From an optimization exercise on the open Yosys and OpenROAD flow, aimed at small area and a short achievable clock period; shortcuts taken in it are not production practice. The RTL was checked by simulation tests, not by an equivalence proof against the original design.

===== design.v =====
package float_accum_pkg;
  localparam logic [1:0] MODE_SUM = 2'd0;
  localparam logic [1:0] MODE_MAX = 2'd1;
  localparam logic [1:0] MODE_MIN = 2'd2;
  typedef struct packed {
    logic nan;
    logic pinf;
    logic ninf;
  } flags_t;
  function automatic int unsigned acc_width(int unsigned exp_w, int unsigned man_w,
                                            int unsigned guard_w);
    acc_width = (32'd1 << exp_w) + man_w + guard_w;
  endfunction
  function automatic int unsigned exp_bias(int unsigned exp_w);
    exp_bias = (32'd1 << (exp_w - 1)) - 32'd1;
  endfunction
  function automatic int unsigned exp_max(int unsigned exp_w);
    exp_max = (32'd1 << exp_w) - 32'd1;
  endfunction
  function automatic logic [127:0] nan_const(int unsigned exp_w, int unsigned man_w);
    logic [127:0] v;
    v = (128'(exp_max(exp_w)) << man_w) | (128'd1 << (man_w - 1));
    nan_const = v;
  endfunction
  function automatic logic [127:0] inf_const(logic sign, int unsigned exp_w,
                                             int unsigned man_w);
    logic [127:0] v;
    v = (128'(sign) << (exp_w + man_w)) | (128'(exp_max(exp_w)) << man_w);
    inf_const = v;
  endfunction
endpackage
module clz #(
  parameter int unsigned DATA_W = 32,
  localparam int unsigned CNT_W = $clog2(DATA_W + 1)
) (
  input  logic [DATA_W-1:0] data,
  output logic [CNT_W-1:0]  count
);
  always_comb begin
    count = CNT_W'(DATA_W);
    for (int unsigned i = 0; i < DATA_W; i++) begin
      if (data[i]) count = CNT_W'(DATA_W - 1 - i);
    end
  end
endmodule
module float_fixed_decode #(
  parameter int unsigned EXP_W = 8,
  parameter int unsigned MAN_W = 23,
  parameter int unsigned ACC_W = 287,
  localparam int unsigned DATA_W = 1 + EXP_W + MAN_W
) (
  input  logic [DATA_W-1:0]       data,
  output logic signed [ACC_W-1:0] value,
  output float_accum_pkg::flags_t flags
);
  logic             sign;
  logic [EXP_W-1:0] exp_f;
  logic [MAN_W-1:0] man;
  logic [EXP_W-1:0] shift;
  logic [ACC_W-1:0] mag;
  assign {sign, exp_f, man} = data;
  always_comb begin
    flags = '0;
    value = '0;
    shift = (exp_f == '0) ? '0 : exp_f - EXP_W'(1);
    mag   = ACC_W'({exp_f != '0, man}) << shift;
    if (exp_f == '1) begin
      flags.nan  = (man != '0);
      flags.pinf = (man == '0) && !sign;
      flags.ninf = (man == '0) && sign;
    end else begin
      value = sign ? -mag : mag;
    end
  end
endmodule
module float_accum_multi #(
  parameter int unsigned EXP_W    = 8,
  parameter int unsigned MAN_W    = 23,
  parameter int unsigned GUARD_W  = 8,
  parameter int unsigned STRIDE_W = 16,
  parameter int unsigned DELAY_W  = 7,
  localparam int unsigned DATA_W  = 1 + EXP_W + MAN_W
) (
  input  logic                clk,
  input  logic                rst_n,
  input  logic                run,
  input  logic                running,
  input  logic [STRIDE_W-1:0] strideMinusOne,
  input  logic [DELAY_W-1:0]  delay0,
  input  logic [1:0]          mode,
  input  logic [DATA_W-1:0]   in0,
  output logic [DATA_W-1:0]   out0,
  output logic                done
);
  localparam int unsigned ACC_W   = float_accum_pkg::acc_width(EXP_W, MAN_W, GUARD_W);
  localparam int unsigned CNT_W   = (STRIDE_W > DELAY_W) ? STRIDE_W : DELAY_W;
  localparam int unsigned P_W     = $clog2(ACC_W + 1);
  localparam int unsigned EXP_LIM = float_accum_pkg::exp_max(EXP_W);
  localparam logic [DATA_W-1:0] NAN  = DATA_W'(float_accum_pkg::nan_const(EXP_W, MAN_W));
  localparam logic [DATA_W-1:0] PINF = DATA_W'(float_accum_pkg::inf_const(1'b0, EXP_W, MAN_W));
  localparam logic [DATA_W-1:0] NINF = DATA_W'(float_accum_pkg::inf_const(1'b1, EXP_W, MAN_W));
  logic [CNT_W-1:0] cnt_q, cnt_d;
  logic             start;
  assign start = (cnt_q == '0);
  always_comb begin
    cnt_d = cnt_q;
    if (run) begin
      cnt_d = CNT_W'(delay0);
    end else if (running) begin
      cnt_d = start ? CNT_W'(strideMinusOne) : cnt_q - CNT_W'(1);
    end
  end
  always_ff @(posedge clk or negedge rst_n) begin
    if (!rst_n) cnt_q <= '0;
    else        cnt_q <= cnt_d;
  end
  logic signed [ACC_W-1:0] val_dec;
  float_accum_pkg::flags_t                  flg_dec;
  float_fixed_decode #(
    .EXP_W(EXP_W),
    .MAN_W(MAN_W),
    .ACC_W(ACC_W)
  ) u_decode (
    .data (in0),
    .value(val_dec),
    .flags(flg_dec)
  );
  logic signed [ACC_W-1:0] val1_q;
  float_accum_pkg::flags_t                  flg1_q;
  logic                    start1_q;
  logic [1:0]              mode1_q;
  logic signed [ACC_W-1:0] acc2_q, acc2_d;
  float_accum_pkg::flags_t                  flg2_q, flg2_d;
  logic [1:0]              mode2_q, mode2_d;
  always_comb begin
    acc2_d  = acc2_q;
    flg2_d  = flg2_q;
    mode2_d = mode2_q;
    if (start1_q) begin
      acc2_d  = val1_q;
      flg2_d  = flg1_q;
      mode2_d = mode1_q;
    end else begin
      flg2_d = flg2_q | flg1_q;
      case (mode2_q)
        float_accum_pkg::MODE_MAX: if (val1_q > acc2_q) acc2_d = val1_q;
        float_accum_pkg::MODE_MIN: if (val1_q < acc2_q) acc2_d = val1_q;
        default:  acc2_d = acc2_q + val1_q;
      endcase
    end
  end
  logic [ACC_W-1:0] mag_d;
  logic [P_W-1:0]   lz;
  assign mag_d = acc2_q[ACC_W-1] ? -acc2_q : acc2_q;
  clz #(
    .DATA_W(ACC_W)
  ) u_clz (
    .data (mag_d),
    .count(lz)
  );
  logic [ACC_W-1:0] mag3_q;
  logic [P_W-1:0]   p3_q;
  logic             sign3_q;
  logic             zero3_q;
  float_accum_pkg::flags_t           flg3_q;
  logic             last3_q;
  logic [P_W-1:0]    sh;
  logic              guard, sticky;
  logic [MAN_W:0]    mant;
  logic [MAN_W+1:0]  rnd;
  int unsigned       e_full;
  logic [DATA_W-1:0] res;
  always_comb begin
    sh     = '0;
    guard  = 1'b0;
    sticky = 1'b0;
    mant   = '0;
    rnd    = '0;
    e_full = 0;
    res    = '0;
    if (zero3_q) begin
      res = '0;
    end else if (p3_q < P_W'(MAN_W)) begin
      res = {sign3_q, {EXP_W{1'b0}}, mag3_q[MAN_W-1:0]};
    end else begin
      sh   = p3_q - P_W'(MAN_W);
      mant = (MAN_W+1)'(mag3_q >> sh);
      if (sh != '0) begin
        guard  = mag3_q[sh - P_W'(1)];
        sticky = (mag3_q & ~({ACC_W{1'b1}} << (sh - P_W'(1)))) != '0;
      end
      rnd    = {1'b0, mant} + (MAN_W+2)'(guard & (sticky | mant[0]));
      e_full = 32'(sh) + 32'd1 + 32'(rnd[MAN_W+1]);
      if (e_full >= EXP_LIM) res = sign3_q ? NINF : PINF;
      else                   res = {sign3_q, EXP_W'(e_full), rnd[MAN_W-1:0]};
    end
    if (flg3_q.nan || (flg3_q.pinf && flg3_q.ninf)) res = NAN;
    else if (flg3_q.pinf)                           res = PINF;
    else if (flg3_q.ninf)                           res = NINF;
  end
  always_ff @(posedge clk or negedge rst_n) begin
    if (!rst_n) begin
      val1_q   <= '0;
      flg1_q   <= '0;
      start1_q <= 1'b0;
      mode1_q  <= '0;
      acc2_q   <= '0;
      flg2_q   <= '0;
      mode2_q  <= '0;
      mag3_q   <= '0;
      p3_q     <= '0;
      sign3_q  <= 1'b0;
      zero3_q  <= 1'b0;
      flg3_q   <= '0;
      last3_q  <= 1'b0;
      out0     <= '0;
      done     <= 1'b0;
    end else if (running) begin
      val1_q   <= val_dec;
      flg1_q   <= flg_dec;
      start1_q <= start;
      mode1_q  <= mode;
      acc2_q   <= acc2_d;
      flg2_q   <= flg2_d;
      mode2_q  <= mode2_d;
      mag3_q   <= mag_d;
      p3_q     <= P_W'(ACC_W - 1) - lz;
      sign3_q  <= acc2_q[ACC_W-1];
      zero3_q  <= (mag_d == '0);
      flg3_q   <= flg2_q;
      last3_q  <= start1_q;
      out0     <= res;
      done     <= last3_q;
    end
  end
endmodule

===== run.sh =====
#!/bin/bash
# synth_recipe.tcl (not shown) runs the flow's synth.tcl, then flattens the netlist and writes it again
# the make line also repeats each setting of config.mk as NAME=value (left out here)
make -C /OpenROAD-flow-scripts/flow DESIGN_CONFIG=/design/flow/config.mk WORK_HOME=/design/flow/orfs CLKGATE_MAP_FILE= SYNTH_SCRIPT=/design/flow/synth_recipe.tcl finish

===== config.mk =====
export PLATFORM = sky130hd
export DESIGN_NAME = float_accum_multi
export DESIGN_NICKNAME = float_accum_multi
export VERILOG_FILES = /design/flow/design.v
export SDC_FILE = /design/flow/constraint.sdc
export NUM_CORES = 4
export LEC_CHECK = 0
export CAP_MARGIN = 20
export CORE_MARGIN = 2
export CORE_UTILIZATION = 25
export PLACE_DENSITY = 0.45
export SLEW_MARGIN = 20

===== constraint.sdc =====
create_clock -name core_clock -period 10.0 [get_ports {clk}]
set_input_delay 2.0000 -clock core_clock [delete_from_list [all_inputs] [get_ports {clk}]]
set_output_delay 2.0000 -clock core_clock [all_outputs]
set_load 0.01 [all_outputs]

==> run summary <==
==> flip-flops by register name, indices dropped and copies added, names as in the netlist, 2 cells and up <==
register / count
val1_q: 287
mode1_q: 2
flg3_q: 3
flg2_q: 3
out0: 32
mag3_q: 287
acc2_q: 287
cnt_q: 16
mode2_q: 2
p3_q: 9
flg1_q: 3
==> through the flow <==
stage / hold WS (ns) / utilization, % / std cells
floorplan: 0.444 / - / 15023
global placement: 0.479 / 27.3 / 20560
detailed placement: 0.481 / 27.3 / 20561
CTS: 0.495 / 28.4 / 20806
global route: 0.516 / 28.4 / 20812
finish: 0.497 / 28.4 / 20843
==> cells in the final DEF, fill, tap and decap left out, types with 116 or more instances in the layout <==
cell type	count
a211oi_1	174
dfrtp_1	934
nand3_1	418
ha_1	589
o211ai_1	378
xor2_1	121
o21bai_1	120
nor2b_1	144
mux2_2	116
nor3_1	371
mux4_2	314
o21ai_0	1289
inv_1	663
o31ai_1	205
a21oi_1	1286
mux2i_1	287
nor4_1	261
nand4_1	237
nand2_1	1743
clkbuf_16	139
buf_4	536
nor2_1	1676
a31oi_1	154
xnor2_1	665
==> how the worst max path moves through the flow <==
stage,slack [ns],cells past startpoint,from,to
2_1_floorplan,1.64,22,in0[23],val1_q[279]$_DFFE_PN0P_
3_5_place_dp,0.49,24,in0[24],val1_q[201]$_DFFE_PN0P_
3_3_place_gp,0.50,23,in0[24],val1_q[201]$_DFFE_PN0P_
6_report,0.78,26,p3_q[0]$_DFFE_PN0P_,out0[22]$_DFFE_PN0P_
4_1_cts,0.89,22,acc2_q[76]$_DFFE_PN0P_,p3_q[8]$_DFFE_PN0P_
5_1_grt,0.18,28,p3_q[0]$_DFFE_PN0P_,out0[22]$_DFFE_PN0P_
==> per-layer routing <==
layer  wire, um  GRT usage, %  up-vias
li1           -             -    54715
met1     303000          40.8    62422
met2     296000          44.5     6168
met3      60400          6.32     1431
met4      50200          17.7       24
met5        382             0        -
==> critical path: stages (launching register included) <==
cell and delay (ns):
dfrtp_4 0.86, inv_1 0.32, ha_4 0.81, inv_4 0.24, buf_12 0.25, mux2i_1 0.52, nand2_1 0.16, and3_1 0.23
o311ai_0 0.80, o21ai_0 0.33, o211ai_1 0.25, a32oi_1 0.18, or3_1 0.41, nor4_1 0.32, and3_1 0.27, nand4_1 0.20
ha_1 0.26, inv_1 0.08, ha_1 0.21, and3_1 0.21, nand3_1 0.12, nor3_1 0.23, mux2i_1 0.41, a41o_1 0.27
nor2_1 0.14, a22oi_1 0.70, o31ai_1 0.11
==> final cells by class <==
| type | count | area share (%) |
|---|---|---|
| sequential | 936 | 18.7 |
| clock buffer | 168 | 2.98 |
| antenna | 34 | 0.0678 |
| tap | 5904 | 5.88 |
| inverter | 677 | 2.04 |
| timing repair buffer | 667 | 4.55 |
| clock inverter | 77 | 0.668 |
| multi-input combinational | 12380 | 65.2 |
==> cell families (layout without fill, tap and decap cells) <==
family | Yosys count | count (layout)
muxes | 721 | 721
other | 0 | 34
buffers and inverters | 1707 | 1589
DFF | 936 | 936
and+or+nand+nor | 5538 | 5538
xor gates and xnor gates | 814 | 814
AOI/OAI and AO/OA | 4715 | 4715
adders and majority gates | 592 | 592
==> flow_summary.json <==
{
  "critPathCaptureType": "flip-flop",
  "rows": 244,
  "wl_per_cell_um": 34.1,
  "finClkSkew_ns": 0.0702,
  "core_um2": 442000,
  "yosys.area_share.simple_pct": 23.0,
  "regToRegSetupSlack_ns": 0.78,
  "drcViolationCount": 0,
  "grt_pass1_wl_um": 974000,
  "syn_area_um2": 111000,
  "async_reset_ff_share_pct": 100,
  "grt.overflow.total": 0,
  "die-area_um2": 450000,
  "grt_pass1_vias": 116688,
  "synth_fa_ha_area_share_pct": 6.67,
  "worst_pin_slew_ns": 1.39,
  "via_per_inst": 5.99,
  "cts_max_path_buffers": 4,
  "slew_violations": 0,
  "design_area_um2": 126000,
  "max_freq_ghz": 0.109,
  "cts.sinks": 936,
  "gp_congestion": 1.06,
  "finalHoldViolCount": 0,
  "cts_buffers": 138,
  "synth.distinct_cells": 106,
  "synth_top_area_share_pct": 21.1,
  "ctsResizeCount": 0,
  "r2r_end": "out0[22]$_DFFE_PN0P_",
  "path_class": "flip-flop to flip-flop",
  "whs_path_depth": 1,
  "hold_path_startpoint": "out0[4]$_DFFE_PN0P_",
  "ant_nets": 0,
  "ys_ff_latch": 936,
  "outcome": "no timing/DRC/antenna violations",
  "synthTopCellsByArea": "dfrtp_1, ha_1, mux4_2, nand2_1, o21ai_0",
  "fin_setup_tns_ns": 0,
  "cts_hold_buf": 0,
  "multi_input_area_um2": 81800,
  "seqCellArea_um2": 23400,
  "synth.avg_cell_area_um2": 7.40,
  "start_util_pct": 25.1,
  "grt_max_degree": 173,
  "layout_min_cycle_time_ns": 9.22,
  "crit_required_ns": 10.74,
  "ctsHtreeMaxLevel": 4,
  "cts_tree": "yes",
  "syn-num-nets": 15676,
  "worstPathArrival_ns": 9.96,
  "synthTopCellsByCount": "nand2_1, nor2_1, o21ai_0",
  "io_pins": 94,
  "clkLatencyLatePin_ns": 0.92,
  "synth_compound_area_share_pct": 26.9,
  "finalSetupViolCount": 0,
  "nets": 15453,
  "clk_pin_slew_ns": 0.07,
  "drive_gt1_share_pct": 10.0,
  "fillers": 49165,
  "clockRootBuffer": "clkbuf_16",
  "max-cap-violations": 0,
  "drt_wl_total_um": 710000,
  "fin_ws_ns": 0.784,
  "r2r-start": "p3_q[0]$_DFFE_PN0P_",
  "place_worst_setup_slack_ns": 0.490,
  "fp.dieW_um": 671,
  "antenna_found_initial": 42,
  "dpl-instance-area_um2": 121000,
  "synth_top_family_by_area": "compound AO/OA/AOI/OAI gates",
  "hold_end": "out0[4]$_DFFE_PN0P_",
  "drt_iter0_drc": 15721,
  "drtPass1Iterations": 7,
  "yosysSeqAreaShare_pct": 21.1,
  "crit_path_max_fanout": 59,
  "vias": 124760,
  "syn_to_final_growth_pct": 13.0,
  "die_h_um": 671,
  "synth_most_common_cell": "nand2_1",
  "grt_util_all_layers_pct": 30.3,
  "slew_headroom_pct": 6.85,
  "finalCritPeriodShare_pct": 92.2,
  "rsz0062_at_grt": "no",
  "port-buffer-count": 93,
  "dpl.hpwl_um": 570000,
  "yosysWarnings": 3,
  "synthMuxAreaShare_pct": 10.2,
  "r2r_cells": 26,
  "synth_xor_area_share_pct": 6.42,
  "post-cts-setup-buffer-count": 0,
  "start_kind": "flip-flop",
  "synth_top_cell_by_area": "dfrtp_1",
  "synth-edff-count": 0,
  "min_path_type": "flip-flop to flip-flop",
  "syn_inst": 15023,
  "synthFlopType": "dfrtp_1"
}

port drivers added, routing unchanged:
Ports are ideal in the flow. The routed layout listed here was re-timed in OpenROAD.
Step 1, drivers: a clkbuf_16 drives clk and a buf_2 each remaining input, both assumed.
Step 2 adds t to the input delays and takes it off the output delays; t is the mean of the earliest and latest rising clock arrival at the registers after step 1. Input paths then give back, and output paths get back, about the clock's delay inside the block.
a / b / c = ideal ports / drivers / drivers and shift; a / b = the first two.
t, ns: 1.001
setup WS [ns]: 0.784 / 0.784 / 0.344
worst setup path at the end: input to register
worst register clock-pin slew, ns: 0.07 / 0.07
After both steps this run still meets setup and hold. For this run, drivers alone change the setup slack by 0.000 ns; drivers and shift together by -0.440 ns.
